From an optimization exercise on the open Yosys and OpenROAD flow, aimed at small area, a short achievable clock period and few clock cycles per item; shortcuts taken in it are not production practice. RTL that was checked went through simulation tests only; none was proved equivalent to the original. Only the layout flow was run in run 1; the RTL was not checked for function there.

==> flow/design.v, too long to show whole: its modules and the start of the top module <==
// module series_eval_engine: 196 lines
// module sev_fa: 4 lines
// module sev_fa1: 4 lines
// module sev_gp: 4 lines
// module sev_pgc: 4 lines
// module sev_bsel: 3 lines
// module sev_ao22: 3 lines
// module sev_xor2: 3 lines
// module sev_xnor2: 3 lines
// module sev_bseln: 3 lines
// module sev_benc: 4 lines
// module sev_mx2: 3 lines
// module sev_inv: 3 lines
// module sev_nand2: 3 lines
// module sev_nor2: 3 lines
// module sev_aoi: 3 lines
// module sev_oai: 3 lines
// module sev_gc: 3 lines
// module sev_benc16: 18 lines
// module sev_sq16_t: 407 lines
// module sev_sq16_c: 307 lines
// module sev_bmul16_t: 976 lines
// module sev_bmul16_c: 307 lines
// module sev_bmacadd16_t: 1029 lines
// module sev_bmacadd16_c: 334 lines
// module sev_bmacsub16_t: 1080 lines
// module sev_bmacsub16_c: 334 lines
module series_eval_engine #(
    parameter int WIDTH = 16,
    parameter int TERMS = 4
) (
    input  logic             clk,
    input  logic             rst,
    input  logic             start,
    input  logic [WIDTH-1:0] x,
    input  logic             coef_wr,
    input  logic [2:0]       coef_addr,
    input  logic [WIDTH-1:0] coef_data,
    output logic             busy,
    output logic             done,
    output logic [WIDTH-1:0] result,
    output logic             ovf
);
  // ...
==> flow/flow/run.sh <==
#!/bin/bash
# The standard layout, except that the port buffers are buf_4 cells
# (buffer_ports otherwise picks a slow delay buffer, which then sets the
# period through the output paths).
set -euo pipefail
export BUFFER_PORTS_ARGS="-buffer_cell sky130_fd_sc_hd__buf_4"
bash standard.sh > standard_flow.log 2>&1
==> flow/standard.sh <==
#!/bin/bash
# synth_recipe.tcl (not shown) runs the flow's synth.tcl, then flattens the netlist and writes it again
# the make line also repeats each setting of config.mk as NAME=value (left out here)
make -C /OpenROAD-flow-scripts/flow DESIGN_CONFIG=/design/flow/config.mk WORK_HOME=/design/flow/orfs CLKGATE_MAP_FILE= SYNTH_SCRIPT=/design/flow/synth_recipe.tcl "${@:-finish}"
==> flow/config.mk <==
export PLATFORM = sky130hd
export DESIGN_NAME = series_eval_engine
export DESIGN_NICKNAME = series_eval_engine
export VERILOG_FILES = /design/flow/design.v
export SDC_FILE = /design/flow/constraint.sdc
export NUM_CORES = 4
export LEC_CHECK = 0
export CAP_MARGIN = 50
export CORE_MARGIN = 2
export CORE_UTILIZATION = 65
export SLEW_MARGIN = 75
export SYNTH_HIERARCHICAL = 1
==> flow/constraint.sdc <==
create_clock -name core_clock -period 11.0 [get_ports {clk}]
set_input_delay 2.2000 -clock core_clock [delete_from_list [all_inputs] [get_ports {clk}]]
set_output_delay 2.2000 -clock core_clock [all_outputs]
set_load 0.01 [all_outputs]
==> summary.md, run 1 <==
| Metric | Value |
|---|---|
| Status | timing/DRC/antenna clean |
| Vias per cell | ~6.0 |
| P&R area growth vs syn | 7.79% |
| R2r startpoint | c3_q[2]$_DFFE_PP0P_ |
| Detailed Place HPWL | 109,000 µm |
| Hold Path End | w8d_q[8]$_DFF_P_ |
| Initial core utilization | between 60% and 70% |
| Most common cell after layout, fill and taps aside | a22o_1 |
| Non-CTS buffers | 201 |
| Met2 Resource Use GR | between 50% and 60% |
| Via count | 45,000 |
| CTS tree | yes |
| Port bufs | 57 |
| Max Clock Skew | ~0.028 ns |
| Die area | between 100,000 and 150,000 µm² |
| Slowest CP cell | dfrtp_1 |
| Seq/Total Area, Yosys | between 20% and 30% |
| Post-layout util | a little over two thirds |
| DRT iter0 DRCs | between 3,000 and 4,000 |
| Synth cell count leaders | a22o_1, dfxtp_1, xor2_1 |
| TAP cells | ~1,400 |
| CTS resizes | 0 |
| Minimum clock period | 3.46 ns |
| DP Cell Count | 7,340 |
| Hold Path Stages | 0 |
| Post-synthesis simple-gate area fraction | under 10% |
| Final hold slack | between 0.3 and 0.4 ns |
| Yosys top cell by area | dfxtp_1 |
| Share of cells above drive strength 1 | 16.6% |
==> module sev_benc16, before the edit <==
module sev_benc16 (input wire [15:0] b, output wire [23:0] be);
    sev_benc u0 (.b1(b[1]), .b0(b[0]), .bm(1'b0), .one(be[0]), .two(be[1]));
    assign be[2] = b[1];
    sev_benc u1 (.b1(b[3]), .b0(b[2]), .bm(b[1]), .one(be[3]), .two(be[4]));
    assign be[5] = b[3];
    sev_benc u2 (.b1(b[5]), .b0(b[4]), .bm(b[3]), .one(be[6]), .two(be[7]));
    assign be[8] = b[5];
    sev_benc u3 (.b1(b[7]), .b0(b[6]), .bm(b[5]), .one(be[9]), .two(be[10]));
    assign be[11] = b[7];
    sev_benc u4 (.b1(b[9]), .b0(b[8]), .bm(b[7]), .one(be[12]), .two(be[13]));
    assign be[14] = b[9];
    sev_benc u5 (.b1(b[11]), .b0(b[10]), .bm(b[9]), .one(be[15]), .two(be[16]));
    assign be[17] = b[11];
    sev_benc u6 (.b1(b[13]), .b0(b[12]), .bm(b[11]), .one(be[18]), .two(be[19]));
    assign be[20] = b[13];
    sev_benc u7 (.b1(b[15]), .b0(b[14]), .bm(b[13]), .one(be[21]), .two(be[22]));
    assign be[23] = b[15];
endmodule
==> module sev_sq16_t, before the edit <==
module sev_sq16_t (x, cs, ci);
    input wire [15:0] x;
    output wire [45:0] cs;
    output wire ci;
    wire w1;
    wire w2;
    wire w3;
    wire w4;
    wire w5;
    wire w6;
    wire w7;
    wire w8;
    wire w9;
    wire w10;
    wire w11;
    wire w12;
    wire w13;
    wire w14;
    wire w15;
    wire w16;
    wire w17;
    wire w18;
    wire w19;
    wire w20;
    wire w21;
    wire w22;
    wire w23;
    wire w24;
    wire w25;
    wire w26;
    wire w27;
    wire w28;
    wire w29;
    wire w30;
    wire w31;
    wire w32;
    wire w33;
    wire w34;
    wire w35;
    wire w36;
    wire w37;
    wire w38;
    wire w39;
    wire w40;
    wire w41;
    wire w42;
    wire w43;
    wire w44;
    wire w45;
    wire w46;
    wire w47;
    wire w48;
    wire w49;
    wire w50;
    wire w51;
    wire w52;
    wire w53;
    wire w54;
    wire w55;
    wire w56;
    wire w57;
    wire w58;
    wire w59;
    wire w60;
    wire w61;
    wire w62;
    wire w63;
    wire w64;
    wire w65;
    wire w66;
    wire w67;
    wire w68;
    wire w69;
    wire w70;
    wire w71;
    wire w72;
    wire w73;
    wire w74;
    wire w75;
    wire w76;
    wire w77;
    wire w78;
    wire w79;
    wire w80;
    wire w81;
    wire w82;
    wire w83;
    wire w84;
    wire w85;
    wire w86;
    wire w87;
    wire w88;
    wire w89;
    wire w90;
    wire w91;
    wire w92;
    wire w93;
    wire w94;
    wire w95;
    wire w96;
    wire w97;
    wire w98;
    wire w99;
    wire w100;
    wire w101;
    wire w102;
    wire w103;
    wire w104;
    wire w105;
    wire w106;
    wire w107;
    wire w108;
    wire w109;
    wire w110;
    wire w111;
    wire w112;
    wire w113;
    wire w114;
    wire w115;
    wire w116;
    wire w117;
    wire w118;
    wire w119;
    wire w120;
    wire w121;
    wire w122;
    wire w123;
    wire w124;
    wire w125;
    wire w126;
    wire w127;
    wire w128;
    wire w129;
    wire w130;
    wire w131;
    wire w132;
    wire w133;
    wire w134;
    wire w135;
    wire w136;
    wire w137;
    wire w138;
    wire w139;
    wire w140;
    wire w141;
    wire w142;
    wire w143;
    wire w144;
    wire w145;
    wire w146;
    wire w147;
    wire w148;
    wire w149;
    wire w150;
    wire w151;
    wire w152;
    wire w153;
    wire w154;
    wire w155;
    wire w156;
    wire w157;
    wire w158;
    wire w159;
    wire w160;
    wire w161;
    wire w162;
    wire w163;
    wire w164;
    wire w165;
    wire w166;
    wire w167;
    wire w168;
    wire w169;
    wire w170;
    wire w171;
    wire w172;
    wire w173;
    wire w174;
    wire w175;
    wire w176;
    wire w177;
    wire w178;
    wire w179;
    wire w180;
    wire w181;
    wire w182;
    wire w183;
    wire w184;
    wire w185;
    wire w186;
    wire w187;
    wire w188;
    wire w189;
    wire w190;
    wire w191;
    wire w192;
    wire w193;
    wire w194;
    wire w195;
    wire w196;
    wire w197;
    wire w198;
    wire w199;
    wire w200;
    wire w201;
    wire w202;
    wire w203;
    wire w204;
    wire w205;
    wire w206;
    wire w207;
    wire w208;
    wire w209;
    wire w210;
    wire w211;
    wire w212;
    wire w213;
    wire w214;
    wire w215;
    wire w216;
    wire w217;
    wire w218;
    wire w219;
    wire w220;
    wire w221;
    wire w222;
    wire w223;
    wire w224;
    wire w225;
    wire w226;
    wire w227;
    wire w228;
    wire w229;
    wire w230;
    wire w231;
    wire w232;
    wire w233;
    sev_gp u1 (.a(1'b1), .b(~(x[0] & x[15])), .g(w2), .p(w1));
    sev_gp u2 (.a(x[0] & x[11]), .b(x[1] & x[10]), .g(w4), .p(w3));
    sev_gp u3 (.a(x[0] & x[12]), .b(x[1] & x[11]), .g(w6), .p(w5));
    sev_fa u4 (.a(x[0] & x[13]), .b(x[1] & x[12]), .c(x[2] & x[11]), .s(w7), .co(w8));
    sev_gp u5 (.a(x[3] & x[10]), .b(x[4] & x[9]), .g(w10), .p(w9));
    sev_fa u6 (.a(x[0] & x[14]), .b(x[1] & x[13]), .c(x[2] & x[12]), .s(w11), .co(w12));
    sev_gp u7 (.a(x[3] & x[11]), .b(x[4] & x[10]), .g(w14), .p(w13));
    sev_fa u8 (.a(x[1] & x[14]), .b(x[2] & x[13]), .c(x[3] & x[12]), .s(w15), .co(w16));
    sev_fa u9 (.a(x[4] & x[11]), .b(x[5] & x[10]), .c(x[6] & x[9]), .s(w17), .co(w18));
    sev_gp u10 (.a(x[7] & x[8]), .b(x[8]), .g(w20), .p(w19));
    sev_fa u11 (.a(~(x[1] & x[15])), .b(x[2] & x[14]), .c(x[3] & x[13]), .s(w21), .co(w22));
    sev_fa u12 (.a(x[4] & x[12]), .b(x[5] & x[11]), .c(x[6] & x[10]), .s(w23), .co(w24));
    sev_gp u13 (.a(x[7] & x[9]), .b(w2), .g(w26), .p(w25));
    sev_fa u14 (.a(~(x[2] & x[15])), .b(x[3] & x[14]), .c(x[4] & x[13]), .s(w27), .co(w28));
    sev_fa u15 (.a(x[5] & x[12]), .b(x[6] & x[11]), .c(x[7] & x[10]), .s(w29), .co(w30));
    sev_gp u16 (.a(x[8] & x[9]), .b(x[9]), .g(w32), .p(w31));
    sev_fa u17 (.a(~(x[3] & x[15])), .b(x[4] & x[14]), .c(x[5] & x[13]), .s(w33), .co(w34));
    sev_gp u18 (.a(x[6] & x[12]), .b(x[7] & x[11]), .g(w36), .p(w35));
    sev_fa u19 (.a(~(x[4] & x[15])), .b(x[5] & x[14]), .c(x[6] & x[13]), .s(w37), .co(w38));
    sev_gp u20 (.a(x[7] & x[12]), .b(x[8] & x[11]), .g(w40), .p(w39));
    sev_gp u21 (.a(~(x[5] & x[15])), .b(x[6] & x[14]), .g(w42), .p(w41));
    sev_gp u22 (.a(~(x[6] & x[15])), .b(x[7] & x[14]), .g(w44), .p(w43));
    sev_gp u23 (.a(x[0] & x[7]), .b(x[1] & x[6]), .g(w46), .p(w45));
    sev_gp u24 (.a(x[0] & x[8]), .b(x[1] & x[7]), .g(w48), .p(w47));
    sev_fa u25 (.a(x[0] & x[9]), .b(x[1] & x[8]), .c(x[2] & x[7]), .s(w49), .co(w50));
    sev_gp u26 (.a(x[3] & x[6]), .b(x[4] & x[5]), .g(w52), .p(w51));
    sev_fa u27 (.a(x[0] & x[10]), .b(x[1] & x[9]), .c(x[2] & x[8]), .s(w53), .co(w54));
    sev_gp u28 (.a(x[3] & x[7]), .b(x[4] & x[6]), .g(w56), .p(w55));
    sev_fa u29 (.a(x[2] & x[9]), .b(x[3] & x[8]), .c(x[4] & x[7]), .s(w57), .co(w58));
    sev_fa u30 (.a(x[5] & x[6]), .b(x[6]), .c(w3), .s(w59), .co(w60));
    sev_fa u31 (.a(x[2] & x[10]), .b(x[3] & x[9]), .c(x[4] & x[8]), .s(w61), .co(w62));
    sev_fa u32 (.a(x[5] & x[7]), .b(w4), .c(w5), .s(w63), .co(w64));
    sev_fa u33 (.a(x[5] & x[8]), .b(x[6] & x[7]), .c(x[7]), .s(w65), .co(w66));
    sev_fa u34 (.a(w6), .b(w9), .c(w7), .s(w67), .co(w68));
    sev_fa u35 (.a(x[5] & x[9]), .b(x[6] & x[8]), .c(w10), .s(w69), .co(w70));
    sev_fa u36 (.a(w13), .b(w8), .c(w11), .s(w71), .co(w72));
    sev_fa u37 (.a(w14), .b(w19), .c(w1), .s(w73), .co(w74));
    sev_fa u38 (.a(w12), .b(w15), .c(w17), .s(w75), .co(w76));
    sev_fa u39 (.a(w20), .b(w16), .c(w18), .s(w77), .co(w78));
    sev_fa u40 (.a(w25), .b(w21), .c(w23), .s(w79), .co(w80));
    sev_fa u41 (.a(w31), .b(w22), .c(w24), .s(w81), .co(w82));
    sev_fa u42 (.a(w26), .b(w27), .c(w29), .s(w83), .co(w84));
    sev_fa u43 (.a(x[8] & x[10]), .b(w32), .c(w35), .s(w85), .co(w86));
    sev_fa u44 (.a(w28), .b(w30), .c(w33), .s(w87), .co(w88));
    sev_fa u45 (.a(x[9] & x[10]), .b(x[10]), .c(w36), .s(w89), .co(w90));
    sev_fa u46 (.a(w39), .b(w34), .c(w37), .s(w91), .co(w92));
    sev_fa u47 (.a(x[7] & x[13]), .b(x[8] & x[12]), .c(x[9] & x[11]), .s(w93), .co(w94));
    sev_fa u48 (.a(w40), .b(w41), .c(w38), .s(w95), .co(w96));
    sev_fa u49 (.a(x[8] & x[13]), .b(x[9] & x[12]), .c(x[10] & x[11]), .s(w97), .co(w98));
    sev_fa u50 (.a(x[11]), .b(w42), .c(w43), .s(w99), .co(w100));
    sev_fa u51 (.a(~(x[7] & x[15])), .b(x[8] & x[14]), .c(x[9] & x[13]), .s(w101), .co(w102));
    sev_gp u52 (.a(x[10] & x[12]), .b(w44), .g(w104), .p(w103));
    sev_fa u53 (.a(~(x[8] & x[15])), .b(x[9] & x[14]), .c(x[10] & x[13]), .s(w105), .co(w106));
    sev_gp u54 (.a(x[11] & x[12]), .b(x[12]), .g(w108), .p(w107));
    sev_gp u55 (.a(~(x[9] & x[15])), .b(x[10] & x[14]), .g(w110), .p(w109));
    sev_gp u56 (.a(~(x[10] & x[15])), .b(x[11] & x[14]), .g(w112), .p(w111));
    sev_gp u57 (.a(x[0] & x[5]), .b(x[1] & x[4]), .g(w114), .p(w113));
    sev_gp u58 (.a(x[0] & x[6]), .b(x[1] & x[5]), .g(w116), .p(w115));
    sev_fa u59 (.a(x[2] & x[5]), .b(x[3] & x[4]), .c(x[4]), .s(w117), .co(w118));
    sev_fa u60 (.a(x[2] & x[6]), .b(x[3] & x[5]), .c(w46), .s(w119), .co(w120));
    sev_fa u61 (.a(x[5]), .b(w48), .c(w51), .s(w121), .co(w122));
    sev_fa u62 (.a(w52), .b(w55), .c(w50), .s(w123), .co(w124));
    sev_fa u63 (.a(w56), .b(w54), .c(w57), .s(w125), .co(w126));
    sev_fa u64 (.a(w58), .b(w61), .c(w60), .s(w127), .co(w128));
    sev_fa u65 (.a(w62), .b(w65), .c(w64), .s(w129), .co(w130));
    sev_fa u66 (.a(w66), .b(w69), .c(w68), .s(w131), .co(w132));
    sev_fa u67 (.a(w70), .b(w73), .c(w72), .s(w133), .co(w134));
    sev_fa u68 (.a(w74), .b(w76), .c(w77), .s(w135), .co(w136));
    sev_fa u69 (.a(w78), .b(w80), .c(w81), .s(w137), .co(w138));
    sev_fa u70 (.a(w85), .b(w82), .c(w84), .s(w139), .co(w140));
    sev_fa u71 (.a(w86), .b(w89), .c(w88), .s(w141), .co(w142));
    sev_fa u72 (.a(w93), .b(w90), .c(w92), .s(w143), .co(w144));
    sev_fa u73 (.a(w94), .b(w97), .c(w99), .s(w145), .co(w146));
    sev_fa u74 (.a(w98), .b(w103), .c(w101), .s(w147), .co(w148));
    sev_fa u75 (.a(w107), .b(w102), .c(w104), .s(w149), .co(w150));
    sev_fa u76 (.a(x[11] & x[13]), .b(w108), .c(w109), .s(w151), .co(w152));
    sev_fa u77 (.a(x[12] & x[13]), .b(x[13]), .c(w110), .s(w153), .co(w154));
    sev_gp u78 (.a(~(x[11] & x[15])), .b(x[12] & x[14]), .g(w156), .p(w155));
    sev_gp u79 (.a(~(x[12] & x[15])), .b(x[13] & x[14]), .g(w158), .p(w157));
    sev_gp u80 (.a(x[0] & x[3]), .b(x[1] & x[2]), .g(w160), .p(w159));
    sev_gp u81 (.a(x[0] & x[4]), .b(x[1] & x[3]), .g(w162), .p(w161));
    sev_fa u82 (.a(x[2] & x[3]), .b(x[3]), .c(w113), .s(w163), .co(w164));
    sev_fa u83 (.a(x[2] & x[4]), .b(w114), .c(w115), .s(w165), .co(w166));
    sev_fa u84 (.a(w116), .b(w45), .c(w117), .s(w167), .co(w168));
    sev_fa u85 (.a(w47), .b(w118), .c(w119), .s(w169), .co(w170));
    sev_fa u86 (.a(w49), .b(w120), .c(w121), .s(w171), .co(w172));
    sev_fa u87 (.a(w53), .b(w122), .c(w123), .s(w173), .co(w174));
    sev_fa u88 (.a(w59), .b(w124), .c(w125), .s(w175), .co(w176));
    sev_fa u89 (.a(w63), .b(w126), .c(w127), .s(w177), .co(w178));
    sev_fa u90 (.a(w67), .b(w128), .c(w129), .s(w179), .co(w180));
    sev_fa u91 (.a(w71), .b(w130), .c(w131), .s(w181), .co(w182));
    sev_fa u92 (.a(w75), .b(w132), .c(w133), .s(w183), .co(w184));
    sev_fa u93 (.a(w79), .b(w134), .c(w135), .s(w185), .co(w186));
    sev_fa u94 (.a(w83), .b(w136), .c(w137), .s(w187), .co(w188));
    sev_fa u95 (.a(w87), .b(w138), .c(w139), .s(w189), .co(w190));
    sev_fa u96 (.a(w91), .b(w140), .c(w141), .s(w191), .co(w192));
    sev_fa u97 (.a(w95), .b(w142), .c(w143), .s(w193), .co(w194));
    sev_fa u98 (.a(w96), .b(w145), .c(w144), .s(w195), .co(w196));
    sev_fa u99 (.a(w100), .b(w147), .c(w146), .s(w197), .co(w198));
    sev_fa u100 (.a(w105), .b(w148), .c(w149), .s(w199), .co(w200));
    sev_fa u101 (.a(w106), .b(w151), .c(w150), .s(w201), .co(w202));
    sev_fa u102 (.a(w111), .b(w152), .c(w153), .s(w203), .co(w204));
    sev_fa u103 (.a(w112), .b(w155), .c(w154), .s(w205), .co(w206));
    sev_fa u104 (.a(x[14]), .b(w156), .c(w157), .s(w207), .co(w208));
    sev_gp u105 (.a(~(x[13] & x[15])), .b(w158), .g(w210), .p(w209));
    sev_gp u106 (.a(~(x[14] & x[15])), .b(x[15]), .g(w212), .p(w211));
    sev_gp u107 (.a(x[0] & x[1]), .b(x[1]), .g(w213), .p(w214));
    sev_gp u108 (.a(w159), .b(x[2]), .g(w215), .p(w216));
    sev_gp u109 (.a(w160), .b(w161), .g(w217), .p(w218));
    sev_gp u110 (.a(w162), .b(w163), .g(w219), .p(w220));
    sev_gp u111 (.a(w164), .b(w165), .g(w221), .p(w222));
    sev_nand2 u112 (.a(w222), .b(w220), .y(w223));
    sev_aoi u113 (.gh(w221), .ph(w222), .gl(w219), .g(w224));
    sev_nand2 u114 (.a(w218), .b(w216), .y(w225));
    sev_aoi u115 (.gh(w217), .ph(w218), .gl(w215), .g(w226));
    sev_nor2 u116 (.a(w223), .b(w225), .y(w227));
    sev_oai u117 (.gh(w224), .ph(w223), .gl(w226), .g(w228));
    sev_nand2 u118 (.a(x[0] & x[2]), .b(w214), .y(w229));
    sev_aoi u119 (.gh(1'b0), .ph(x[0] & x[2]), .gl(w213), .g(w230));
    sev_inv u120 (.a(1'b0), .y(w231));
    sev_oai u121 (.gh(w230), .ph(w229), .gl(w231), .g(w232));
    sev_aoi u122 (.gh(w228), .ph(w227), .gl(w232), .g(w233));
    assign cs[0] = w166;
    assign cs[1] = w167;
    assign cs[2] = w168;
    assign cs[3] = w169;
    assign cs[4] = w170;
    assign cs[5] = w171;
    assign cs[6] = w172;
    assign cs[7] = w173;
    assign cs[8] = w174;
    assign cs[9] = w175;
    assign cs[10] = w176;
    assign cs[11] = w177;
    assign cs[12] = w178;
    assign cs[13] = w179;
    assign cs[14] = w180;
    assign cs[15] = w181;
    assign cs[16] = w182;
    assign cs[17] = w183;
    assign cs[18] = w184;
    assign cs[19] = w185;
    assign cs[20] = w186;
    assign cs[21] = w187;
    assign cs[22] = w188;
    assign cs[23] = w189;
    assign cs[24] = w190;
    assign cs[25] = w191;
    assign cs[26] = w192;
    assign cs[27] = w193;
    assign cs[28] = w194;
    assign cs[29] = w195;
    assign cs[30] = w196;
    assign cs[31] = w197;
    assign cs[32] = w198;
    assign cs[33] = w199;
    assign cs[34] = w200;
    assign cs[35] = w201;
    assign cs[36] = w202;
    assign cs[37] = w203;
    assign cs[38] = w204;
    assign cs[39] = w205;
    assign cs[40] = w206;
    assign cs[41] = w207;
    assign cs[42] = w208;
    assign cs[43] = w209;
    assign cs[44] = w210;
    assign cs[45] = w211;
    assign ci = ~w233;
endmodule
==> inputs of run 2 (changes only) <==
--- a/flow/design.v
+++ b/flow/design.v
@@ -213,6 +213,13 @@
 module sev_bsel (input wire one, input wire two, input wire neg, input wire a, input wire am, output wire r);
     assign r = ((one & a) | (two & am)) ^ neg;
 endmodule
+module sev_and2 (input wire a, input wire b, output wire y);
+    assign y = a & b;
+endmodule
+module sev_benc0 (input wire b1, input wire b0, output wire one, output wire two);
+    assign one = b0;
+    assign two = b1 & ~b0;
+endmodule
 module sev_ao22 (input wire one, input wire two, input wire a, input wire am, output wire m);
     assign m = (one & a) | (two & am);
 endmodule
@@ -251,7 +258,7 @@
     assign g = gh | (ph & gl);
 endmodule
 module sev_benc16 (input wire [15:0] b, output wire [23:0] be);
-    sev_benc u0 (.b1(b[1]), .b0(b[0]), .bm(1'b0), .one(be[0]), .two(be[1]));
+    sev_benc0 u0 (.b1(b[1]), .b0(b[0]), .one(be[0]), .two(be[1]));
     assign be[2] = b[1];
     sev_benc u1 (.b1(b[3]), .b0(b[2]), .bm(b[1]), .one(be[3]), .two(be[4]));
     assign be[5] = b[3];
@@ -504,8 +511,8 @@
     wire w230;
     wire w231;
     wire w232;
-    wire w233;
-    sev_gp u1 (.a(1'b1), .b(~(x[0] & x[15])), .g(w2), .p(w1));
+    sev_inv u1 (.a(~(x[0] & x[15])), .y(w1));
+    assign w2 = ~(x[0] & x[15]);
     sev_gp u2 (.a(x[0] & x[11]), .b(x[1] & x[10]), .g(w4), .p(w3));
     sev_gp u3 (.a(x[0] & x[12]), .b(x[1] & x[11]), .g(w6), .p(w5));
     sev_fa u4 (.a(x[0] & x[13]), .b(x[1] & x[12]), .c(x[2] & x[11]), .s(w7), .co(w8));
@@ -515,9 +522,9 @@
     sev_fa u8 (.a(x[1] & x[14]), .b(x[2] & x[13]), .c(x[3] & x[12]), .s(w15), .co(w16));
     sev_fa u9 (.a(x[4] & x[11]), .b(x[5] & x[10]), .c(x[6] & x[9]), .s(w17), .co(w18));
     sev_gp u10 (.a(x[7] & x[8]), .b(x[8]), .g(w20), .p(w19));
-    sev_fa u11 (.a(~(x[1] & x[15])), .b(x[2] & x[14]), .c(x[3] & x[13]), .s(w21), .co(w22));
-    sev_fa u12 (.a(x[4] & x[12]), .b(x[5] & x[11]), .c(x[6] & x[10]), .s(w23), .co(w24));
-    sev_gp u13 (.a(x[7] & x[9]), .b(w2), .g(w26), .p(w25));
+    sev_fa u11 (.a(w2), .b(~(x[1] & x[15])), .c(x[2] & x[14]), .s(w21), .co(w22));
+    sev_fa u12 (.a(x[3] & x[13]), .b(x[4] & x[12]), .c(x[5] & x[11]), .s(w23), .co(w24));
+    sev_gp u13 (.a(x[6] & x[10]), .b(x[7] & x[9]), .g(w26), .p(w25));
     sev_fa u14 (.a(~(x[2] & x[15])), .b(x[3] & x[14]), .c(x[4] & x[13]), .s(w27), .co(w28));
     sev_fa u15 (.a(x[5] & x[12]), .b(x[6] & x[11]), .c(x[7] & x[10]), .s(w29), .co(w30));
     sev_gp u16 (.a(x[8] & x[9]), .b(x[9]), .g(w32), .p(w31));
@@ -541,12 +548,12 @@
     sev_fa u34 (.a(w6), .b(w9), .c(w7), .s(w67), .co(w68));
     sev_fa u35 (.a(x[5] & x[9]), .b(x[6] & x[8]), .c(w10), .s(w69), .co(w70));
     sev_fa u36 (.a(w13), .b(w8), .c(w11), .s(w71), .co(w72));
-    sev_fa u37 (.a(w14), .b(w19), .c(w1), .s(w73), .co(w74));
+    sev_fa u37 (.a(w1), .b(w14), .c(w19), .s(w73), .co(w74));
     sev_fa u38 (.a(w12), .b(w15), .c(w17), .s(w75), .co(w76));
-    sev_fa u39 (.a(w20), .b(w16), .c(w18), .s(w77), .co(w78));
-    sev_fa u40 (.a(w25), .b(w21), .c(w23), .s(w79), .co(w80));
-    sev_fa u41 (.a(w31), .b(w22), .c(w24), .s(w81), .co(w82));
-    sev_fa u42 (.a(w26), .b(w27), .c(w29), .s(w83), .co(w84));
+    sev_fa u39 (.a(w20), .b(w25), .c(w16), .s(w77), .co(w78));
+    sev_fa u40 (.a(w18), .b(w21), .c(w23), .s(w79), .co(w80));
+    sev_fa u41 (.a(w26), .b(w31), .c(w22), .s(w81), .co(w82));
+    sev_fa u42 (.a(w24), .b(w27), .c(w29), .s(w83), .co(w84));
     sev_fa u43 (.a(x[8] & x[10]), .b(w32), .c(w35), .s(w85), .co(w86));
     sev_fa u44 (.a(w28), .b(w30), .c(w33), .s(w87), .co(w88));
     sev_fa u45 (.a(x[9] & x[10]), .b(x[10]), .c(w36), .s(w89), .co(w90));
@@ -623,10 +630,9 @@
     sev_nor2 u116 (.a(w223), .b(w225), .y(w227));
     sev_oai u117 (.gh(w224), .ph(w223), .gl(w226), .g(w228));
     sev_nand2 u118 (.a(x[0] & x[2]), .b(w214), .y(w229));
-    sev_aoi u119 (.gh(1'b0), .ph(x[0] & x[2]), .gl(w213), .g(w230));
-    sev_inv u120 (.a(1'b0), .y(w231));
-    sev_oai u121 (.gh(w230), .ph(w229), .gl(w231), .g(w232));
-    sev_aoi u122 (.gh(w228), .ph(w227), .gl(w232), .g(w233));
+    sev_nand2 u119 (.a(x[0] & x[2]), .b(w213), .y(w230));
+    sev_inv u120 (.a(w230), .y(w231));
+    sev_aoi u121 (.gh(w228), .ph(w227), .gl(w231), .g(w232));
     assign cs[0] = w166;
     assign cs[1] = w167;
     assign cs[2] = w168;
@@ -673,7 +679,7 @@
     assign cs[43] = w209;
     assign cs[44] = w210;
     assign cs[45] = w211;
-    assign ci = ~w233;
+    assign ci = ~w232;
 endmodule
 module sev_sq16_c (cs, ci, y);
     input wire [45:0] cs;
@@ -1238,7 +1244,7 @@
     wire w249;
     wire bo_r0_0;
     wire bo_m0_0;
-    sev_ao22 u1 (.one(be[0]), .two(be[1]), .a(a[0]), .am(1'b0), .m(bo_m0_0));
+    sev_and2 u1 (.a(be[0]), .b(a[0]), .y(bo_m0_0));
     sev_xor2 u2 (.a(bo_m0_0), .b(be[2]), .y(bo_r0_0));
     wire bo_r0_1;
     wire bo_m0_1;
@@ -1306,7 +1312,7 @@
     sev_xnor2 u34 (.a(bo_m0_16), .b(be[2]), .y(bo_r0_16));
     wire bo_r1_0;
     wire bo_m1_0;
-    sev_ao22 u35 (.one(be[3]), .two(be[4]), .a(a[0]), .am(1'b0), .m(bo_m1_0));
+    sev_and2 u35 (.a(be[3]), .b(a[0]), .y(bo_m1_0));
     sev_xor2 u36 (.a(bo_m1_0), .b(be[5]), .y(bo_r1_0));
     wire bo_r1_1;
     wire bo_m1_1;
@@ -1374,7 +1380,7 @@
     sev_xnor2 u68 (.a(bo_m1_16), .b(be[5]), .y(bo_r1_16));
     wire bo_r2_0;
     wire bo_m2_0;
-    sev_ao22 u69 (.one(be[6]), .two(be[7]), .a(a[0]), .am(1'b0), .m(bo_m2_0));
+    sev_and2 u69 (.a(be[6]), .b(a[0]), .y(bo_m2_0));
     sev_xor2 u70 (.a(bo_m2_0), .b(be[8]), .y(bo_r2_0));
     wire bo_r2_1;
     wire bo_m2_1;
@@ -1442,7 +1448,7 @@
     sev_xnor2 u102 (.a(bo_m2_16), .b(be[8]), .y(bo_r2_16));
     wire bo_r3_0;
     wire bo_m3_0;
-    sev_ao22 u103 (.one(be[9]), .two(be[10]), .a(a[0]), .am(1'b0), .m(bo_m3_0));
+    sev_and2 u103 (.a(be[9]), .b(a[0]), .y(bo_m3_0));
     sev_xor2 u104 (.a(bo_m3_0), .b(be[11]), .y(bo_r3_0));
     wire bo_r3_1;
     wire bo_m3_1;
@@ -1510,7 +1516,7 @@
     sev_xnor2 u136 (.a(bo_m3_16), .b(be[11]), .y(bo_r3_16));
     wire bo_r4_0;
     wire bo_m4_0;
-    sev_ao22 u137 (.one(be[12]), .two(be[13]), .a(a[0]), .am(1'b0), .m(bo_m4_0));
+    sev_and2 u137 (.a(be[12]), .b(a[0]), .y(bo_m4_0));
     sev_xor2 u138 (.a(bo_m4_0), .b(be[14]), .y(bo_r4_0));
     wire bo_r4_1;
     wire bo_m4_1;
@@ -1578,7 +1584,7 @@
     sev_xnor2 u170 (.a(bo_m4_16), .b(be[14]), .y(bo_r4_16));
     wire bo_r5_0;
     wire bo_m5_0;
-    sev_ao22 u171 (.one(be[15]), .two(be[16]), .a(a[0]), .am(1'b0), .m(bo_m5_0));
+    sev_and2 u171 (.a(be[15]), .b(a[0]), .y(bo_m5_0));
     sev_xor2 u172 (.a(bo_m5_0), .b(be[17]), .y(bo_r5_0));
     wire bo_r5_1;
     wire bo_m5_1;
@@ -1646,7 +1652,7 @@
     sev_xnor2 u204 (.a(bo_m5_16), .b(be[17]), .y(bo_r5_16));
     wire bo_r6_0;
     wire bo_m6_0;
-    sev_ao22 u205 (.one(be[18]), .two(be[19]), .a(a[0]), .am(1'b0), .m(bo_m6_0));
+    sev_and2 u205 (.a(be[18]), .b(a[0]), .y(bo_m6_0));
     sev_xor2 u206 (.a(bo_m6_0), .b(be[20]), .y(bo_r6_0));
     wire bo_r6_1;
     wire bo_m6_1;
@@ -1714,7 +1720,7 @@
     sev_xnor2 u238 (.a(bo_m6_16), .b(be[20]), .y(bo_r6_16));
     wire bo_r7_0;
     wire bo_m7_0;
-    sev_ao22 u239 (.one(be[21]), .two(be[22]), .a(a[0]), .am(1'b0), .m(bo_m7_0));
+    sev_and2 u239 (.a(be[21]), .b(a[0]), .y(bo_m7_0));
     sev_xor2 u240 (.a(bo_m7_0), .b(be[23]), .y(bo_r7_0));
     wire bo_r7_1;
     wire bo_m7_1;
@@ -1803,7 +1809,8 @@
     sev_fa1 u293 (.a(bo_r2_15), .b(bo_r3_13), .s(w41), .co(w42));
     sev_gp u294 (.a(bo_r4_11), .b(bo_r5_9), .g(w44), .p(w43));
     sev_fa u295 (.a(bo_r2_16), .b(bo_r3_14), .c(bo_r4_12), .s(w45), .co(w46));
-    sev_gp u296 (.a(1'b1), .b(bo_r3_15), .g(w48), .p(w47));
+    sev_inv u296 (.a(bo_r3_15), .y(w47));
+    assign w48 = bo_r3_15;
     sev_gp u297 (.a(be[11]), .b(bo_r0_6), .g(w50), .p(w49));
     sev_gp u298 (.a(bo_r0_7), .b(bo_r1_5), .g(w52), .p(w51));
     sev_fa u299 (.a(be[14]), .b(bo_r0_8), .c(bo_r1_6), .s(w53), .co(w54));
@@ -1834,12 +1841,13 @@
     sev_fa u324 (.a(w44), .b(w42), .c(w45), .s(w103), .co(w104));
     sev_fa u325 (.a(bo_r4_13), .b(bo_r5_11), .c(bo_r6_9), .s(w105), .co(w106));
     sev_fa u326 (.a(bo_r7_7), .b(w47), .c(w46), .s(w107), .co(w108));
-    sev_fa u327 (.a(bo_r3_16), .b(bo_r4_14), .c(bo_r5_12), .s(w109), .co(w110));
-    sev_fa u328 (.a(bo_r6_10), .b(bo_r7_8), .c(w48), .s(w111), .co(w112));
+    sev_fa u327 (.a(w48), .b(bo_r3_16), .c(bo_r4_14), .s(w109), .co(w110));
+    sev_fa u328 (.a(bo_r5_12), .b(bo_r6_10), .c(bo_r7_8), .s(w111), .co(w112));
     sev_fa1 u329 (.a(bo_r4_15), .b(bo_r5_13), .s(w113), .co(w114));
     sev_gp u330 (.a(bo_r6_11), .b(bo_r7_9), .g(w116), .p(w115));
     sev_fa u331 (.a(bo_r4_16), .b(bo_r5_14), .c(bo_r6_12), .s(w117), .co(w118));
-    sev_gp u332 (.a(1'b1), .b(bo_r5_15), .g(w120), .p(w119));
+    sev_inv u332 (.a(bo_r5_15), .y(w119));
+    assign w120 = bo_r5_15;
     sev_gp u333 (.a(be[8]), .b(bo_r0_4), .g(w122), .p(w121));
     sev_gp u334 (.a(bo_r0_5), .b(bo_r1_3), .g(w124), .p(w123));
     sev_fa u335 (.a(bo_r1_4), .b(bo_r2_2), .c(bo_r3_0), .s(w125), .co(w126));
@@ -1862,8 +1870,9 @@
     sev_fa u352 (.a(w115), .b(w113), .c(w110), .s(w159), .co(w160));
     sev_fa u353 (.a(bo_r7_10), .b(w116), .c(w114), .s(w161), .co(w162));
     sev_fa u354 (.a(bo_r6_13), .b(bo_r7_11), .c(w119), .s(w163), .co(w164));
-    sev_fa u355 (.a(bo_r5_16), .b(bo_r6_14), .c(bo_r7_12), .s(w165), .co(w166));
-    sev_gp u356 (.a(1'b1), .b(bo_r6_15), .g(w168), .p(w167));
+    sev_fa u355 (.a(w120), .b(bo_r5_16), .c(bo_r6_14), .s(w165), .co(w166));
+    sev_inv u356 (.a(bo_r6_15), .y(w167));
+    assign w168 = bo_r6_15;
     sev_gp u357 (.a(be[5]), .b(bo_r0_2), .g(w170), .p(w169));
     sev_gp u358 (.a(bo_r0_3), .b(bo_r1_1), .g(w172), .p(w171));
     sev_fa u359 (.a(bo_r1_2), .b(bo_r2_0), .c(w121), .s(w173), .co(w174));
@@ -1887,11 +1896,12 @@
     sev_fa u377 (.a(w108), .b(w157), .c(w156), .s(w209), .co(w210));
     sev_fa u378 (.a(w112), .b(w159), .c(w158), .s(w211), .co(w212));
     sev_fa u379 (.a(w117), .b(w161), .c(w160), .s(w213), .co(w214));
-    sev_fa u380 (.a(w118), .b(w162), .c(w163), .s(w215), .co(w216));
-    sev_fa u381 (.a(w120), .b(w165), .c(w164), .s(w217), .co(w218));
+    sev_fa u380 (.a(w118), .b(w163), .c(w162), .s(w215), .co(w216));
+    sev_fa u381 (.a(bo_r7_12), .b(w164), .c(w165), .s(w217), .co(w218));
     sev_fa u382 (.a(bo_r7_13), .b(w167), .c(w166), .s(w219), .co(w220));
-    sev_fa u383 (.a(bo_r6_16), .b(bo_r7_14), .c(w168), .s(w221), .co(w222));
-    sev_gp u384 (.a(1'b1), .b(bo_r7_15), .g(w224), .p(w223));
+    sev_fa u383 (.a(w168), .b(bo_r6_16), .c(bo_r7_14), .s(w221), .co(w222));
+    sev_inv u384 (.a(bo_r7_15), .y(w223));
+    assign w224 = bo_r7_15;
     sev_gp u385 (.a(be[2]), .b(bo_r0_0), .g(w225), .p(w226));
     sev_gp u386 (.a(w169), .b(bo_r1_0), .g(w227), .p(w228));
     sev_gp u387 (.a(w170), .b(w171), .g(w229), .p(w230));
@@ -1907,7 +1917,7 @@
     sev_oai u397 (.gh(w240), .ph(w239), .gl(w242), .g(w244));
     sev_nand2 u398 (.a(w230), .b(w228), .y(w245));
     sev_aoi u399 (.gh(w229), .ph(w230), .gl(w227), .g(w246));
-    sev_aoi u400 (.gh(1'b0), .ph(bo_r0_1), .gl(w225), .g(w247));
+    sev_nand2 u400 (.a(bo_r0_1), .b(w225), .y(w247));
     sev_oai u401 (.gh(w246), .ph(w245), .gl(w247), .g(w248));
     sev_aoi u402 (.gh(w244), .ph(w243), .gl(w248), .g(w249));
     assign cs[0] = w180;
@@ -2555,7 +2565,7 @@
     wire w281;
     wire bo_r0_0;
     wire bo_m0_0;
-    sev_ao22 u1 (.one(be[0]), .two(be[1]), .a(a[0]), .am(1'b0), .m(bo_m0_0));
+    sev_and2 u1 (.a(be[0]), .b(a[0]), .y(bo_m0_0));
     sev_xor2 u2 (.a(bo_m0_0), .b(be[2]), .y(bo_r0_0));
     wire bo_r0_1;
     wire bo_m0_1;
@@ -2623,7 +2633,7 @@
     sev_xnor2 u34 (.a(bo_m0_16), .b(be[2]), .y(bo_r0_16));
     wire bo_r1_0;
     wire bo_m1_0;
-    sev_ao22 u35 (.one(be[3]), .two(be[4]), .a(a[0]), .am(1'b0), .m(bo_m1_0));
+    sev_and2 u35 (.a(be[3]), .b(a[0]), .y(bo_m1_0));
     sev_xor2 u36 (.a(bo_m1_0), .b(be[5]), .y(bo_r1_0));
     wire bo_r1_1;
     wire bo_m1_1;
@@ -2691,7 +2701,7 @@
     sev_xnor2 u68 (.a(bo_m1_16), .b(be[5]), .y(bo_r1_16));
     wire bo_r2_0;
     wire bo_m2_0;
-    sev_ao22 u69 (.one(be[6]), .two(be[7]), .a(a[0]), .am(1'b0), .m(bo_m2_0));
+    sev_and2 u69 (.a(be[6]), .b(a[0]), .y(bo_m2_0));
     sev_xor2 u70 (.a(bo_m2_0), .b(be[8]), .y(bo_r2_0));
     wire bo_r2_1;
     wire bo_m2_1;
@@ -2759,7 +2769,7 @@
     sev_xnor2 u102 (.a(bo_m2_16), .b(be[8]), .y(bo_r2_16));
     wire bo_r3_0;
     wire bo_m3_0;
-    sev_ao22 u103 (.one(be[9]), .two(be[10]), .a(a[0]), .am(1'b0), .m(bo_m3_0));
+    sev_and2 u103 (.a(be[9]), .b(a[0]), .y(bo_m3_0));
     sev_xor2 u104 (.a(bo_m3_0), .b(be[11]), .y(bo_r3_0));
     wire bo_r3_1;
     wire bo_m3_1;
@@ -2827,7 +2837,7 @@
     sev_xnor2 u136 (.a(bo_m3_16), .b(be[11]), .y(bo_r3_16));
     wire bo_r4_0;
     wire bo_m4_0;
-    sev_ao22 u137 (.one(be[12]), .two(be[13]), .a(a[0]), .am(1'b0), .m(bo_m4_0));
+    sev_and2 u137 (.a(be[12]), .b(a[0]), .y(bo_m4_0));
     sev_xor2 u138 (.a(bo_m4_0), .b(be[14]), .y(bo_r4_0));
     wire bo_r4_1;
     wire bo_m4_1;
@@ -2895,7 +2905,7 @@
     sev_xnor2 u170 (.a(bo_m4_16), .b(be[14]), .y(bo_r4_16));
     wire bo_r5_0;
     wire bo_m5_0;
-    sev_ao22 u171 (.one(be[15]), .two(be[16]), .a(a[0]), .am(1'b0), .m(bo_m5_0));
+    sev_and2 u171 (.a(be[15]), .b(a[0]), .y(bo_m5_0));
     sev_xor2 u172 (.a(bo_m5_0), .b(be[17]), .y(bo_r5_0));
     wire bo_r5_1;
     wire bo_m5_1;
@@ -2963,7 +2973,7 @@
     sev_xnor2 u204 (.a(bo_m5_16), .b(be[17]), .y(bo_r5_16));
     wire bo_r6_0;
     wire bo_m6_0;
-    sev_ao22 u205 (.one(be[18]), .two(be[19]), .a(a[0]), .am(1'b0), .m(bo_m6_0));
+    sev_and2 u205 (.a(be[18]), .b(a[0]), .y(bo_m6_0));
     sev_xor2 u206 (.a(bo_m6_0), .b(be[20]), .y(bo_r6_0));
     wire bo_r6_1;
     wire bo_m6_1;
@@ -3031,7 +3041,7 @@
     sev_xnor2 u238 (.a(bo_m6_16), .b(be[20]), .y(bo_r6_16));
     wire bo_r7_0;
     wire bo_m7_0;
-    sev_ao22 u239 (.one(be[21]), .two(be[22]), .a(a[0]), .am(1'b0), .m(bo_m7_0));
+    sev_and2 u239 (.a(be[21]), .b(a[0]), .y(bo_m7_0));
     sev_xor2 u240 (.a(bo_m7_0), .b(be[23]), .y(bo_r7_0));
     wire bo_r7_1;
     wire bo_m7_1;
@@ -3097,8 +3107,10 @@
     wire bo_m7_16;
     sev_ao22 u271 (.one(be[21]), .two(be[22]), .a(a[15]), .am(a[15]), .m(bo_m7_16));
     sev_xnor2 u272 (.a(bo_m7_16), .b(be[23]), .y(bo_r7_16));
-    sev_gp u273 (.a(1'b1), .b(acc[1]), .g(w2), .p(w1));
-    sev_gp u274 (.a(1'b1), .b(acc[2]), .g(w4), .p(w3));
+    sev_inv u273 (.a(acc[1]), .y(w1));
+    assign w2 = acc[1];
+    sev_inv u274 (.a(acc[2]), .y(w3));
+    assign w4 = acc[2];
     sev_gp u275 (.a(be[17]), .b(bo_r0_10), .g(w6), .p(w5));
     sev_gp u276 (.a(bo_r0_11), .b(bo_r1_9), .g(w8), .p(w7));
     sev_fa u277 (.a(be[20]), .b(bo_r0_12), .c(bo_r1_10), .s(w9), .co(w10));
@@ -3117,7 +3129,7 @@
     sev_fa u290 (.a(w2), .b(w3), .c(bo_r1_15), .s(w35), .co(w36));
     sev_fa u291 (.a(bo_r2_13), .b(bo_r3_11), .c(bo_r4_9), .s(w37), .co(w38));
     sev_fa u292 (.a(bo_r5_7), .b(bo_r6_5), .c(bo_r7_3), .s(w39), .co(w40));
-    sev_fa u293 (.a(acc[3]), .b(w4), .c(bo_r1_16), .s(w41), .co(w42));
+    sev_fa u293 (.a(w4), .b(acc[3]), .c(bo_r1_16), .s(w41), .co(w42));
     sev_fa u294 (.a(bo_r2_14), .b(bo_r3_12), .c(bo_r4_10), .s(w43), .co(w44));
     sev_fa u295 (.a(bo_r5_8), .b(bo_r6_6), .c(bo_r7_4), .s(w45), .co(w46));
     sev_fa1 u296 (.a(acc[4]), .b(bo_r2_15), .s(w47), .co(w48));
@@ -3128,7 +3140,8 @@
     sev_fa1 u301 (.a(acc[6]), .b(bo_r3_15), .s(w57), .co(w58));
     sev_gp u302 (.a(bo_r4_13), .b(bo_r5_11), .g(w60), .p(w59));
     sev_fa u303 (.a(acc[7]), .b(bo_r3_16), .c(bo_r4_14), .s(w61), .co(w62));
-    sev_gp u304 (.a(1'b1), .b(acc[8]), .g(w64), .p(w63));
+    sev_inv u304 (.a(acc[8]), .y(w63));
+    assign w64 = acc[8];
     sev_gp u305 (.a(be[11]), .b(bo_r0_6), .g(w66), .p(w65));
     sev_gp u306 (.a(bo_r0_7), .b(bo_r1_5), .g(w68), .p(w67));
     sev_fa u307 (.a(be[14]), .b(bo_r0_8), .c(bo_r1_6), .s(w69), .co(w70));
@@ -3163,12 +3176,13 @@
     sev_fa u336 (.a(w60), .b(w58), .c(w61), .s(w127), .co(w128));
     sev_fa u337 (.a(w63), .b(bo_r4_15), .c(bo_r5_13), .s(w129), .co(w130));
     sev_fa u338 (.a(bo_r6_11), .b(bo_r7_9), .c(w62), .s(w131), .co(w132));
-    sev_fa u339 (.a(acc[9]), .b(w64), .c(bo_r4_16), .s(w133), .co(w134));
+    sev_fa u339 (.a(w64), .b(acc[9]), .c(bo_r4_16), .s(w133), .co(w134));
     sev_fa u340 (.a(bo_r5_14), .b(bo_r6_12), .c(bo_r7_10), .s(w135), .co(w136));
     sev_fa1 u341 (.a(acc[10]), .b(bo_r5_15), .s(w137), .co(w138));
     sev_gp u342 (.a(bo_r6_13), .b(bo_r7_11), .g(w140), .p(w139));
     sev_fa u343 (.a(acc[11]), .b(bo_r5_16), .c(bo_r6_14), .s(w141), .co(w142));
-    sev_gp u344 (.a(1'b1), .b(acc[12]), .g(w144), .p(w143));
+    sev_inv u344 (.a(acc[12]), .y(w143));
+    assign w144 = acc[12];
     sev_gp u345 (.a(be[8]), .b(bo_r0_4), .g(w146), .p(w145));
     sev_gp u346 (.a(bo_r0_5), .b(bo_r1_3), .g(w148), .p(w147));
     sev_fa u347 (.a(bo_r1_4), .b(bo_r2_2), .c(bo_r3_0), .s(w149), .co(w150));
@@ -3193,9 +3207,11 @@
     sev_fa u366 (.a(w139), .b(w137), .c(w134), .s(w187), .co(w188));
     sev_fa u367 (.a(bo_r7_12), .b(w140), .c(w138), .s(w189), .co(w190));
     sev_fa u368 (.a(w143), .b(bo_r6_15), .c(bo_r7_13), .s(w191), .co(w192));
-    sev_fa u369 (.a(acc[13]), .b(w144), .c(bo_r6_16), .s(w193), .co(w194));
-    sev_gp u370 (.a(1'b1), .b(acc[14]), .g(w196), .p(w195));
-    sev_gp u371 (.a(1'b1), .b(~(acc[15])), .g(w198), .p(w197));
+    sev_fa u369 (.a(w144), .b(acc[13]), .c(bo_r6_16), .s(w193), .co(w194));
+    sev_inv u370 (.a(acc[14]), .y(w195));
+    assign w196 = acc[14];
+    sev_inv u371 (.a(~(acc[15])), .y(w197));
+    assign w198 = ~(acc[15]);
     sev_gp u372 (.a(be[5]), .b(bo_r0_2), .g(w200), .p(w199));
     sev_gp u373 (.a(bo_r0_3), .b(bo_r1_1), .g(w202), .p(w201));
     sev_fa u374 (.a(bo_r1_2), .b(bo_r2_0), .c(w145), .s(w203), .co(w204));
@@ -3240,7 +3256,7 @@
     sev_oai u413 (.gh(w272), .ph(w271), .gl(w274), .g(w276));
     sev_nand2 u414 (.a(w262), .b(w260), .y(w277));
     sev_aoi u415 (.gh(w261), .ph(w262), .gl(w259), .g(w278));
-    sev_aoi u416 (.gh(1'b0), .ph(bo_r0_1), .gl(w257), .g(w279));
+    sev_nand2 u416 (.a(bo_r0_1), .b(w257), .y(w279));
     sev_oai u417 (.gh(w278), .ph(w277), .gl(w279), .g(w280));
     sev_aoi u418 (.gh(w276), .ph(w275), .gl(w280), .g(w281));
     assign cs[0] = w210;
@@ -3952,7 +3968,7 @@
     wire w315;
     wire bo_r0_0;
     wire bo_m0_0;
-    sev_ao22 u1 (.one(be[0]), .two(be[1]), .a(a[0]), .am(1'b0), .m(bo_m0_0));
+    sev_and2 u1 (.a(be[0]), .b(a[0]), .y(bo_m0_0));
     sev_xnor2 u2 (.a(bo_m0_0), .b(be[2]), .y(bo_r0_0));
     wire bo_r0_1;
     wire bo_m0_1;
@@ -4020,7 +4036,7 @@
     sev_xor2 u34 (.a(bo_m0_16), .b(be[2]), .y(bo_r0_16));
     wire bo_r1_0;
     wire bo_m1_0;
-    sev_ao22 u35 (.one(be[3]), .two(be[4]), .a(a[0]), .am(1'b0), .m(bo_m1_0));
+    sev_and2 u35 (.a(be[3]), .b(a[0]), .y(bo_m1_0));
     sev_xnor2 u36 (.a(bo_m1_0), .b(be[5]), .y(bo_r1_0));
     wire bo_r1_1;
     wire bo_m1_1;
@@ -4088,7 +4104,7 @@
     sev_xor2 u68 (.a(bo_m1_16), .b(be[5]), .y(bo_r1_16));
     wire bo_r2_0;
     wire bo_m2_0;
-    sev_ao22 u69 (.one(be[6]), .two(be[7]), .a(a[0]), .am(1'b0), .m(bo_m2_0));
+    sev_and2 u69 (.a(be[6]), .b(a[0]), .y(bo_m2_0));
     sev_xnor2 u70 (.a(bo_m2_0), .b(be[8]), .y(bo_r2_0));
     wire bo_r2_1;
     wire bo_m2_1;
@@ -4156,7 +4172,7 @@
     sev_xor2 u102 (.a(bo_m2_16), .b(be[8]), .y(bo_r2_16));
     wire bo_r3_0;
     wire bo_m3_0;
-    sev_ao22 u103 (.one(be[9]), .two(be[10]), .a(a[0]), .am(1'b0), .m(bo_m3_0));
+    sev_and2 u103 (.a(be[9]), .b(a[0]), .y(bo_m3_0));
     sev_xnor2 u104 (.a(bo_m3_0), .b(be[11]), .y(bo_r3_0));
     wire bo_r3_1;
     wire bo_m3_1;
@@ -4224,7 +4240,7 @@
     sev_xor2 u136 (.a(bo_m3_16), .b(be[11]), .y(bo_r3_16));
     wire bo_r4_0;
     wire bo_m4_0;
-    sev_ao22 u137 (.one(be[12]), .two(be[13]), .a(a[0]), .am(1'b0), .m(bo_m4_0));
+    sev_and2 u137 (.a(be[12]), .b(a[0]), .y(bo_m4_0));
     sev_xnor2 u138 (.a(bo_m4_0), .b(be[14]), .y(bo_r4_0));
     wire bo_r4_1;
     wire bo_m4_1;
@@ -4292,7 +4308,7 @@
     sev_xor2 u170 (.a(bo_m4_16), .b(be[14]), .y(bo_r4_16));
     wire bo_r5_0;
     wire bo_m5_0;
-    sev_ao22 u171 (.one(be[15]), .two(be[16]), .a(a[0]), .am(1'b0), .m(bo_m5_0));
+    sev_and2 u171 (.a(be[15]), .b(a[0]), .y(bo_m5_0));
     sev_xnor2 u172 (.a(bo_m5_0), .b(be[17]), .y(bo_r5_0));
     wire bo_r5_1;
     wire bo_m5_1;
@@ -4360,7 +4376,7 @@
     sev_xor2 u204 (.a(bo_m5_16), .b(be[17]), .y(bo_r5_16));
     wire bo_r6_0;
     wire bo_m6_0;
-    sev_ao22 u205 (.one(be[18]), .two(be[19]), .a(a[0]), .am(1'b0), .m(bo_m6_0));
+    sev_and2 u205 (.a(be[18]), .b(a[0]), .y(bo_m6_0));
     sev_xnor2 u206 (.a(bo_m6_0), .b(be[20]), .y(bo_r6_0));
     wire bo_r6_1;
     wire bo_m6_1;
@@ -4428,7 +4444,7 @@
     sev_xor2 u238 (.a(bo_m6_16), .b(be[20]), .y(bo_r6_16));
     wire bo_r7_0;
     wire bo_m7_0;
-    sev_ao22 u239 (.one(be[21]), .two(be[22]), .a(a[0]), .am(1'b0), .m(bo_m7_0));
+    sev_and2 u239 (.a(be[21]), .b(a[0]), .y(bo_m7_0));
     sev_xnor2 u240 (.a(bo_m7_0), .b(be[23]), .y(bo_r7_0));
     wire bo_r7_1;
     wire bo_m7_1;
@@ -4494,12 +4510,16 @@
     wire bo_m7_16;
     sev_ao22 u271 (.one(be[21]), .two(be[22]), .a(a[15]), .am(a[15]), .m(bo_m7_16));
     sev_xor2 u272 (.a(bo_m7_16), .b(be[23]), .y(bo_r7_16));
-    sev_gp u273 (.a(1'b1), .b(~be[23]), .g(w2), .p(w1));
+    sev_inv u273 (.a(~be[23]), .y(w1));
+    assign w2 = ~be[23];
     sev_gp u274 (.a(acc[0]), .b(bo_r0_15), .g(w4), .p(w3));
     sev_fa1 u275 (.a(acc[1]), .b(bo_r0_16), .s(w5), .co(w6));
-    sev_gp u276 (.a(1'b1), .b(acc[2]), .g(w8), .p(w7));
-    sev_gp u277 (.a(1'b1), .b(~be[14]), .g(w10), .p(w9));
-    sev_gp u278 (.a(1'b1), .b(bo_r0_9), .g(w12), .p(w11));
+    sev_inv u276 (.a(acc[2]), .y(w7));
+    assign w8 = acc[2];
+    sev_inv u277 (.a(~be[14]), .y(w9));
+    assign w10 = ~be[14];
+    sev_inv u278 (.a(bo_r0_9), .y(w11));
+    assign w12 = bo_r0_9;
     sev_fa1 u279 (.a(~be[17]), .b(bo_r0_10), .s(w13), .co(w14));
     sev_gp u280 (.a(bo_r1_8), .b(bo_r2_6), .g(w16), .p(w15));
     sev_fa1 u281 (.a(bo_r0_11), .b(bo_r1_9), .s(w17), .co(w18));
@@ -4522,7 +4542,7 @@
     sev_fa u298 (.a(w7), .b(bo_r1_15), .c(bo_r2_13), .s(w51), .co(w52));
     sev_fa u299 (.a(bo_r3_11), .b(bo_r4_9), .c(bo_r5_7), .s(w53), .co(w54));
     sev_fa u300 (.a(bo_r6_5), .b(bo_r7_3), .c(w6), .s(w55), .co(w56));
-    sev_fa u301 (.a(acc[3]), .b(w8), .c(bo_r1_16), .s(w57), .co(w58));
+    sev_fa u301 (.a(w8), .b(acc[3]), .c(bo_r1_16), .s(w57), .co(w58));
     sev_fa u302 (.a(bo_r2_14), .b(bo_r3_12), .c(bo_r4_10), .s(w59), .co(w60));
     sev_fa u303 (.a(bo_r5_8), .b(bo_r6_6), .c(bo_r7_4), .s(w61), .co(w62));
     sev_fa1 u304 (.a(acc[4]), .b(bo_r2_15), .s(w63), .co(w64));
@@ -4533,9 +4553,12 @@
     sev_fa1 u309 (.a(acc[6]), .b(bo_r3_15), .s(w73), .co(w74));
     sev_gp u310 (.a(bo_r4_13), .b(bo_r5_11), .g(w76), .p(w75));
     sev_fa u311 (.a(acc[7]), .b(bo_r3_16), .c(bo_r4_14), .s(w77), .co(w78));
-    sev_gp u312 (.a(1'b1), .b(acc[8]), .g(w80), .p(w79));
-    sev_gp u313 (.a(1'b1), .b(~be[8]), .g(w82), .p(w81));
-    sev_gp u314 (.a(1'b1), .b(bo_r0_5), .g(w84), .p(w83));
+    sev_inv u312 (.a(acc[8]), .y(w79));
+    assign w80 = acc[8];
+    sev_inv u313 (.a(~be[8]), .y(w81));
+    assign w82 = ~be[8];
+    sev_inv u314 (.a(bo_r0_5), .y(w83));
+    assign w84 = bo_r0_5;
     sev_fa1 u315 (.a(~be[11]), .b(bo_r0_6), .s(w85), .co(w86));
     sev_gp u316 (.a(bo_r1_4), .b(bo_r2_2), .g(w88), .p(w87));
     sev_fa1 u317 (.a(bo_r0_7), .b(bo_r1_5), .s(w89), .co(w90));
@@ -4544,8 +4567,8 @@
     sev_fa u320 (.a(bo_r2_4), .b(bo_r3_2), .c(bo_r4_0), .s(w95), .co(w96));
     sev_fa u321 (.a(w10), .b(bo_r1_7), .c(bo_r2_5), .s(w97), .co(w98));
     sev_fa u322 (.a(bo_r3_3), .b(bo_r4_1), .c(w11), .s(w99), .co(w100));
-    sev_fa u323 (.a(bo_r3_4), .b(bo_r4_2), .c(bo_r5_0), .s(w101), .co(w102));
-    sev_fa u324 (.a(w12), .b(w15), .c(w13), .s(w103), .co(w104));
+    sev_fa u323 (.a(w12), .b(bo_r3_4), .c(bo_r4_2), .s(w101), .co(w102));
+    sev_fa u324 (.a(bo_r5_0), .b(w15), .c(w13), .s(w103), .co(w104));
     sev_fa u325 (.a(bo_r4_3), .b(bo_r5_1), .c(w16), .s(w105), .co(w106));
     sev_fa u326 (.a(w14), .b(w19), .c(w17), .s(w107), .co(w108));
     sev_fa u327 (.a(bo_r6_0), .b(w20), .c(w18), .s(w109), .co(w110));
@@ -4572,21 +4595,24 @@
     sev_fa u348 (.a(w76), .b(w74), .c(w77), .s(w151), .co(w152));
     sev_fa u349 (.a(w79), .b(bo_r4_15), .c(bo_r5_13), .s(w153), .co(w154));
     sev_fa u350 (.a(bo_r6_11), .b(bo_r7_9), .c(w78), .s(w155), .co(w156));
-    sev_fa u351 (.a(acc[9]), .b(w80), .c(bo_r4_16), .s(w157), .co(w158));
+    sev_fa u351 (.a(w80), .b(acc[9]), .c(bo_r4_16), .s(w157), .co(w158));
     sev_fa u352 (.a(bo_r5_14), .b(bo_r6_12), .c(bo_r7_10), .s(w159), .co(w160));
     sev_fa1 u353 (.a(acc[10]), .b(bo_r5_15), .s(w161), .co(w162));
     sev_gp u354 (.a(bo_r6_13), .b(bo_r7_11), .g(w164), .p(w163));
     sev_fa u355 (.a(acc[11]), .b(bo_r5_16), .c(bo_r6_14), .s(w165), .co(w166));
-    sev_gp u356 (.a(1'b1), .b(acc[12]), .g(w168), .p(w167));
-    sev_gp u357 (.a(1'b1), .b(~be[5]), .g(w170), .p(w169));
-    sev_gp u358 (.a(1'b1), .b(bo_r0_3), .g(w172), .p(w171));
+    sev_inv u356 (.a(acc[12]), .y(w167));
+    assign w168 = acc[12];
+    sev_inv u357 (.a(~be[5]), .y(w169));
+    assign w170 = ~be[5];
+    sev_inv u358 (.a(bo_r0_3), .y(w171));
+    assign w172 = bo_r0_3;
     sev_fa u359 (.a(w81), .b(bo_r0_4), .c(bo_r1_2), .s(w173), .co(w174));
     sev_fa u360 (.a(w82), .b(bo_r1_3), .c(bo_r2_1), .s(w175), .co(w176));
-    sev_fa u361 (.a(bo_r3_0), .b(w84), .c(w87), .s(w177), .co(w178));
+    sev_fa u361 (.a(w84), .b(bo_r3_0), .c(w87), .s(w177), .co(w178));
     sev_fa u362 (.a(w88), .b(w86), .c(w91), .s(w179), .co(w180));
     sev_fa u363 (.a(w92), .b(w90), .c(w93), .s(w181), .co(w182));
     sev_fa u364 (.a(w94), .b(w96), .c(w97), .s(w183), .co(w184));
-    sev_fa u365 (.a(w98), .b(w101), .c(w100), .s(w185), .co(w186));
+    sev_fa u365 (.a(w98), .b(w100), .c(w101), .s(w185), .co(w186));
     sev_fa u366 (.a(w102), .b(w104), .c(w105), .s(w187), .co(w188));
     sev_fa u367 (.a(w106), .b(w108), .c(w109), .s(w189), .co(w190));
     sev_fa u368 (.a(w110), .b(w113), .c(w112), .s(w191), .co(w192));
@@ -4604,14 +4630,18 @@
     sev_fa u380 (.a(w163), .b(w161), .c(w158), .s(w215), .co(w216));
     sev_fa u381 (.a(bo_r7_12), .b(w164), .c(w162), .s(w217), .co(w218));
     sev_fa u382 (.a(w167), .b(bo_r6_15), .c(bo_r7_13), .s(w219), .co(w220));
-    sev_fa u383 (.a(acc[13]), .b(w168), .c(bo_r6_16), .s(w221), .co(w222));
-    sev_gp u384 (.a(1'b1), .b(acc[14]), .g(w224), .p(w223));
-    sev_gp u385 (.a(1'b1), .b(~(acc[15])), .g(w226), .p(w225));
-    sev_gp u386 (.a(1'b1), .b(~be[2]), .g(w228), .p(w227));
-    sev_gp u387 (.a(1'b1), .b(bo_r0_1), .g(w230), .p(w229));
+    sev_fa u383 (.a(w168), .b(acc[13]), .c(bo_r6_16), .s(w221), .co(w222));
+    sev_inv u384 (.a(acc[14]), .y(w223));
+    assign w224 = acc[14];
+    sev_inv u385 (.a(~(acc[15])), .y(w225));
+    assign w226 = ~(acc[15]);
+    sev_inv u386 (.a(~be[2]), .y(w227));
+    assign w228 = ~be[2];
+    sev_inv u387 (.a(bo_r0_1), .y(w229));
+    assign w230 = bo_r0_1;
     sev_fa u388 (.a(w169), .b(bo_r0_2), .c(bo_r1_0), .s(w231), .co(w232));
     sev_fa u389 (.a(w170), .b(bo_r1_1), .c(w171), .s(w233), .co(w234));
-    sev_fa u390 (.a(bo_r2_0), .b(w172), .c(w173), .s(w235), .co(w236));
+    sev_fa u390 (.a(w172), .b(bo_r2_0), .c(w173), .s(w235), .co(w236));
     sev_fa u391 (.a(w83), .b(w174), .c(w175), .s(w237), .co(w238));
     sev_fa u392 (.a(w85), .b(w176), .c(w177), .s(w239), .co(w240));
     sev_fa u393 (.a(w89), .b(w178), .c(w179), .s(w241), .co(w242));
--- a/flow/config.mk
+++ b/flow/config.mk
@@ -8,5 +8,7 @@
 export CAP_MARGIN = 50
 export CORE_MARGIN = 2
 export CORE_UTILIZATION = 65
+export CTS_BUF_LIST = sky130_fd_sc_hd__clkbuf_8
+export CTS_CLUSTER_SIZE = 20
 export SLEW_MARGIN = 75
 export SYNTH_HIERARCHICAL = 1
==> summary.md, run 2 <==
| Metric | Value |
|---|---|
| Commonest non-fill, non-tap cells in the layout | a22o_1, fa_1, xor2_1, dfxtp_1, inv_1 (was a22o_1, fa_1, xor2_1, dfxtp_1, ha_1) |
| Initial core utilization | 65.6% (was 65.5%) |
| Synth cell count leaders | a22o_1, dfxtp_1, fa_1 (was a22o_1, dfxtp_1, xor2_1) |
| Yosys warning count | 7 (unchanged) |
| CP Class | flip-flop to primary output (unchanged) |
| Hold Path Stages | 0 (unchanged) |
| Minimum clock period | 3.56 ns (was 3.46 ns) |
| Worst hold start | w1d_q[15]$_DFF_P_ (was w7d_q[8]$_DFF_P_) |
| Core Area | 106,000 µm² (was 107,000 µm²) |
| Vias in the first global route | 46,300 (was 47,600) |
| R2r startpoint | x3_q[14]$_DFF_P_ (was c3_q[2]$_DFFE_PP0P_) |
| Via count | 43,900 (was 45,000) |
| Hold/Removal Path Class | flip-flop to flip-flop (unchanged) |
| Worst R2R End | t1cs_q[17]$_DFF_P_ (was t3cs_q[19]$_DFF_P_) |
| Mapped Cells | 6,050 (was 6,083) |
| CTS resizes | 0 (unchanged) |
| RSZ-0062 raised after global routing | false (unchanged) |
| Vias per cell | 5.87 (was 5.96) |
| Share of cells above drive strength 1 | 17.8% (was 16.6%) |
| Hold Path End | w2d_q[15]$_DFF_P_ (was w8d_q[8]$_DFF_P_) |
| Worst skew pair latency | 0.85 ns (was 0.71 ns) |
| Die area | 109,000 µm² (was 110,000 µm²) |
| Port bufs | 57 (unchanged) |
| Hold-fix buffers at CTS | 0 (unchanged) |
| Final hold slack | 0.313 ns (was 0.318 ns) |
| Detailed Place HPWL | 106,000 µm (was 109,000 µm) |
| DRT iter0 DRCs | 3,161 (was 3,030) |
| CTS tree | yes (unchanged) |
| P&R area growth vs syn | 6.64% (was 7.79%) |
| Seq/Total Area, Yosys | 27.6% (was 27.3%) |
| Slowest CP cell | dfrtp_1 (unchanged) |
| Most common cell after layout, fill and taps aside | a22o_1 (unchanged) |
| Status | timing/DRC/antenna clean (unchanged) |
## run 2: cell types whose count changed in the layout (fill, tap and decap cells not counted), moves of 9 or more
cell       delta
ha_1         -51
a22o_1       -56
inv_1        +93
clkbuf_1     -17
buf_6        -13
buf_4        +15
conb_1      -129
and2_1       +56
clkbuf_16   -102
clkinv_2      +9
clkbuf_8    +170
buf_2         -9
## run 2: worst max path at each step
stage / from / end / slack (ns) / cells after the start
global route: rdy_q$_DFF_PP0_ / busy / 7.34 / 2
global placement: rst / c0_q[9]$_DFFE_PP0P_ / 7.23 / 3
floorplan: rst / c0_q[0]$_DFFE_PP0P_ / 5.73 / 1
detailed placement: x3_q[14]$_DFF_P_ / t1cs_q[17]$_DFF_P_ / 7.69 / 8
CTS: rdy_q$_DFF_PP0_ / busy / 7.35 / 2
finish: rdy_q$_DFF_PP0_ / busy / 7.44 / 2
## run 2: metrics by stage
step	utilization, %	setup WS, ns	std cells
2_1_floorplan	-	5.73	6052
6_report	70.0	7.44	7480
3_3_place_gp	65.1	7.23	7150
5_1_grt	70.0	7.34	7480
3_5_place_dp	66.3	7.69	7166
4_1_cts	69.6	7.35	7458
## run 2: cells by family after synthesis
group                    synth area share (%)
adder cells (fa/ha/maj)                  29.1
AND/OR/NAND/NOR                          4.06
buffers and inverters                    7.20
AO/OA/AOI/OAI                            16.2
multiplexers                             1.63
other                                  0.0108
XOR/XNOR                                 14.2
flip-flops                               27.6
## run 2: modules after synthesis, one instance, submodules excluded, excerpt
module,area [µm²],flip-flops and latches,times used,cells inside
sev_sq16_t,1260,0,1,183
sev_bmul16_c,140,0,4,16
sev_bmacadd16_t,473,0,1,62
sev_xnor2,8.76,0,296,1
sev_and2,6.26,0,56,1
series_eval_engine,20400,926,1,1045
sev_fa,20.0,0,749,1
sev_nor2,3.75,0,72,1
sev_sq16_c,140,0,1,16
sev_bmacsub16_c,196,0,2,24
## run 2: layout make-up
cell class,instances,area [µm²]
Clock buffer,186,2560
Inverter,422,1600
Tap cell,1391,1740
Clock inverter,106,875
Fill cell,7900,31700
Timing Repair Buffer,186,1780
Sequential cell,926,19700
Multi-Input combinational cell,4260,45600
Antenna cell,3,7.51
## run 2: per-layer routing
metal | track usage (%) | up-vias | part of all wire (%)
met5 | 0 | - | 0
met4 | 10.8 | 0 | 2.9
met3 | 4.09 | 321 | 5.7
met2 | 49.2 | 1516 | 49
met1 | 38.8 | 21900 | 43
li1 | - | 20100 | -
Testbench counts of run 2, summed over its fixed seeds: cycles 1,752, items 1,536.

[port drivers added, routing unchanged]
How much do the figures lean on ideal ports? The routed layouts below were timed once more, with nothing changed but the port constraints.
Step 1: set_driving_cell puts a clkbuf_16 on clk and a buf_2 on each other input, an assumption about the parent block.
Step 2 also shifts input and output timing later by t, the mid clock arrival at the registers, as if the neighbouring blocks saw the same clock.
Three values: ideal ports, drivers, drivers and shift; two values: the first two.
run | shift t [ns] | setup slack, ns | worst setup path at the end | clock arrival spread, ns
run 1 | 0.769 | 7.540 / 7.464 / 7.706 | register to register | 0.031 / 0.032
run 2 | 0.897 | 7.438 / 7.365 / 7.658 | register to register | 0.048 / 0.047
After both steps every run listed still meets setup and hold.
